Background: an optimization exercise with open tools, aiming at small area, a short achievable clock period and few clock cycles. Do not read the settings as production practice. At most, simulation tests tie the RTL to the original design; equivalence was not proved.

== before ==
// antialiased_line_rasterizer_core
module antialiased_line_rasterizer_core #(
    parameter int COORD_BITS = 12,
    parameter int FRAC_BITS  = 12
) (
    input  logic clk,
    input  logic rst_n,
    input  logic s_axis_tvalid,
    output logic s_axis_tready,
    input  logic [((4*COORD_BITS+7)/8)*8-1:0] s_axis_tdata,
    input  logic s_axis_tuser,
    output logic m_axis_tvalid,
    input  logic m_axis_tready,
    output logic [((2*COORD_BITS+48+7)/8)*8-1:0] m_axis_tdata,
    output logic m_axis_tlast,
    input  logic cfg_we,
    input  logic [23:0] cfg_wdata
);
clock: 10.5 ns
lec_check: 0
abc_clock_period_in_ps: 4500
cap_margin: 20
core_margin: 2
core_utilization: 60
cts_cluster_diameter: 80
cts_cluster_size: 30
setup_slack_margin: 5
slew_margin: 20
standard.sh (not shown) runs the stock make flow with config.mk's settings and CLKGATE_MAP_FILE= SYNTH_SCRIPT=/design/flow/synth_recipe.tcl, a recipe that flattens the netlist after the stock synthesis.
==> flow/flow/run.sh <==
#!/bin/bash
# Own layout flow: the standard layout (standard.sh, unchanged synthesis
# and steps) with plain sky130_fd_sc_hd__buf_1 cells as the port buffers
# instead of the default delay buffers. make's full output goes to
# standard_make.log here; ORFS keeps each step's log under orfs/logs.
set -euo pipefail
bash standard.sh "BUFFER_PORTS_ARGS=-buffer_cell sky130_fd_sc_hd__buf_1" finish > standard_make.log 2>&1
Testbench counts of before, summed over its fixed seeds: cycles 18,817.
Here is what was changed in the inputs of after compared with before.
diff --git a/flow/design.v b/flow/design.v
--- a/flow/design.v
+++ b/flow/design.v
@@ -614,23 +614,23 @@
     logic [11:0] s1_up, s1_mid, s1_dn;
     logic [11:0] s1_x, s1_y;
     logic        s1_last;
     logic [23:0] t_up, t_mid, t_dn;
     aalr_sqr12 u_sq_up  (.m(s1_up),  .t(t_up));
     aalr_sqr12 u_sq_mid (.m(s1_mid), .t(t_mid));
     aalr_sqr12 u_sq_dn  (.m(s1_dn),  .t(t_dn));
-    function automatic logic [16:0] covq(input logic [23:0] t);
-        covq = {(t[7:0] > t[15:8]), t[15:8], t[23:16]};
+    function automatic logic [10:0] covq(input logic [23:0] t);
+        covq = {(t[7:0] > t[15:8]), (t[15:8] == t[23:16]), (t[15:8] > t[23:16]), t[23:16]};
     endfunction
-    function automatic logic [7:0] alpha(input logic [16:0] q);
+    function automatic logic [7:0] alpha(input logic [10:0] q);
         logic c;
-        c = (q[15:8] > q[7:0]) || ((q[15:8] == q[7:0]) && q[16]);
+        c = q[8] || (q[9] && q[10]);
         alpha = ~q[7:0] - {7'd0, c};
     endfunction
-    logic [16:0] o_up, o_mid, o_dn;
+    logic [10:0] o_up, o_mid, o_dn;
     logic [11:0] o_x, o_y;
     logic        o_last;
     always_ff @(posedge clk)
     begin
         if (en)
         begin
             s1_up <= mag(r_up);
==> comparison <==
- The post-synthesis cell area number comes out higher for before vs after.
- Synthesis-to-layout area growth ends up lower on before.
- From before to after the numbers moved as follows: synthesized-area fraction occupied by adder cells up 0.31 points; maximum frequency down 1.1%.
- Number of standard cells in the layout, taps in and fillers out: after vs before, no meaningful difference
- Per the comparison of after with before, clock skew went down by 0.0053 ns; smallest setup slack after layout lost 0.062 ns; area of combinational cells with multiple inputs saw little to no change; average cell area after synthesis fell by about 0.4%; total non-filler cell area in the finished layout went down by 290 um2.
- Routed wire length on after is ahead of before.
No functional check of the RTL was part of after.


== the reference run ==
antialiased_line_rasterizer_core, a different RTL version from the one above (not shown whole).
Size in the first run: roughly 150 I/O pins, roughly 0.040 mm^2 of cells after synthesis.
// antialiased_line_rasterizer_core
module antialiased_line_rasterizer_core #(
    parameter int COORD_BITS = 12,
    parameter int FRAC_BITS  = 12
) (
    input  logic clk,
    input  logic rst_n,
    input  logic s_axis_tvalid,
    output logic s_axis_tready,
    input  logic [((4*COORD_BITS+7)/8)*8-1:0] s_axis_tdata,
    input  logic s_axis_tuser,
    output logic m_axis_tvalid,
    input  logic m_axis_tready,
    output logic [((2*COORD_BITS+48+7)/8)*8-1:0] m_axis_tdata,
    output logic m_axis_tlast,
    input  logic cfg_we,
    input  logic [23:0] cfg_wdata
);
Settings: LEC_CHECK=0, ABC_CLOCK_PERIOD_IN_PS=4500, CAP_MARGIN=20, CORE_MARGIN=2, CORE_UTILIZATION=60, SETUP_SLACK_MARGIN=5, SLEW_MARGIN=20; clock period 10.5 ns.
Scripts as last shown in full above: flow/flow/run.sh
Testbench counts of the reference run, summed over its fixed seeds: cycles 18,817.
## Diff of input files: the trial run against the reference run
--- a/flow/design.v
+++ b/flow/design.v
@@ -611,27 +611,29 @@
         else
             mag = (|r[15:12]) ? 12'hfff : r[11:0];
     endfunction
     logic [11:0] s1_up, s1_mid, s1_dn;
     logic [11:0] s1_x, s1_y;
     logic        s1_last;
     logic [23:0] t_up, t_mid, t_dn;
     aalr_sqr12 u_sq_up  (.m(s1_up),  .t(t_up));
     aalr_sqr12 u_sq_mid (.m(s1_mid), .t(t_mid));
     aalr_sqr12 u_sq_dn  (.m(s1_dn),  .t(t_dn));
-    function automatic logic [8:0] covq(input logic [23:0] t);
-        covq = {(t[15:0] > t[23:8]), t[23:16]};
+    function automatic logic [16:0] covq(input logic [23:0] t);
+        covq = {(t[7:0] > t[15:8]), t[15:8], t[23:16]};
     endfunction
-    function automatic logic [7:0] alpha(input logic [8:0] q);
-        alpha = ~q[7:0] - {7'd0, q[8]};
+    function automatic logic [7:0] alpha(input logic [16:0] q);
+        logic c;
+        c = (q[15:8] > q[7:0]) || ((q[15:8] == q[7:0]) && q[16]);
+        alpha = ~q[7:0] - {7'd0, c};
     endfunction
-    logic [8:0]  o_up, o_mid, o_dn;
+    logic [16:0] o_up, o_mid, o_dn;
     logic [11:0] o_x, o_y;
     logic        o_last;
     always_ff @(posedge clk)
     begin
         if (en)
         begin
             s1_up <= mag(r_up);
             s1_mid <= mag({a_d[15], a_d});
             s1_dn <= mag(r_dn);
             s1_x <= a_x;
--- outcome ---
The trial run vs the reference run: x dimension of the die up slightly. The trial run vs the reference run: total met2 wirelength after detailed routing down by a few percent. The lower synthesized flop and latch total came out of the reference run. The trial run vs the reference run — synthesized area climbed slightly. The trial run vs the reference run: worst clock skew up in the trial run. Compared with the reference run, the trial run shows first-pass GRT wire length that has gone down slightly. | fmax | the trial run vs the reference run | better |. On worst setup slack after layout, the lower figure sits with the reference run, not the trial run. The trial run vs the reference run — overall track demand over capacity in global routing dropped 0.62 points. The final reports for the trial run and the reference run show area growth from synthesis to layout lower in the former.
Testbench counts of the trial run, summed over its fixed seeds: cycles 18,817.

[what the ideal ports hide]
The flow's constraints put no driver on any port. The routed layouts listed below were extracted and timed again, unchanged, in two steps. Step 1, drivers: a clkbuf_16 drives clk and a buf_2 each remaining input, both assumed. Step 2 adds t to the input delays and takes it off the output delays; t is the mean of the earliest and latest rising clock arrival at the registers after step 1. Input paths then give back, and output paths get back, about the clock's delay inside the block. Slacks: ideal ports / drivers / drivers and shift; pairs: ideal ports / drivers.
| run | t, ns | setup WS [ns] | worst register clock-pin slew, ns |
|---|---|---|---|
| before | 0.647 | 5.067 / 5.067 / 5.067 | 0.11 / 0.11 |
| after | 0.651 | 5.004 / 5.004 / 5.004 | 0.11 / 0.11 |
| the reference run | 0.691 | 4.922 / 4.922 / 4.876 | 0.07 / 0.07 |
| the trial run | 0.700 | 5.101 / 5.101 / 5.101 | 0.07 / 0.07 |
After both steps every run listed still meets setup and hold. The setup slack of the reference run, which loses most, moves by 0.000 ns with the drivers and by -0.046 ns with both steps.
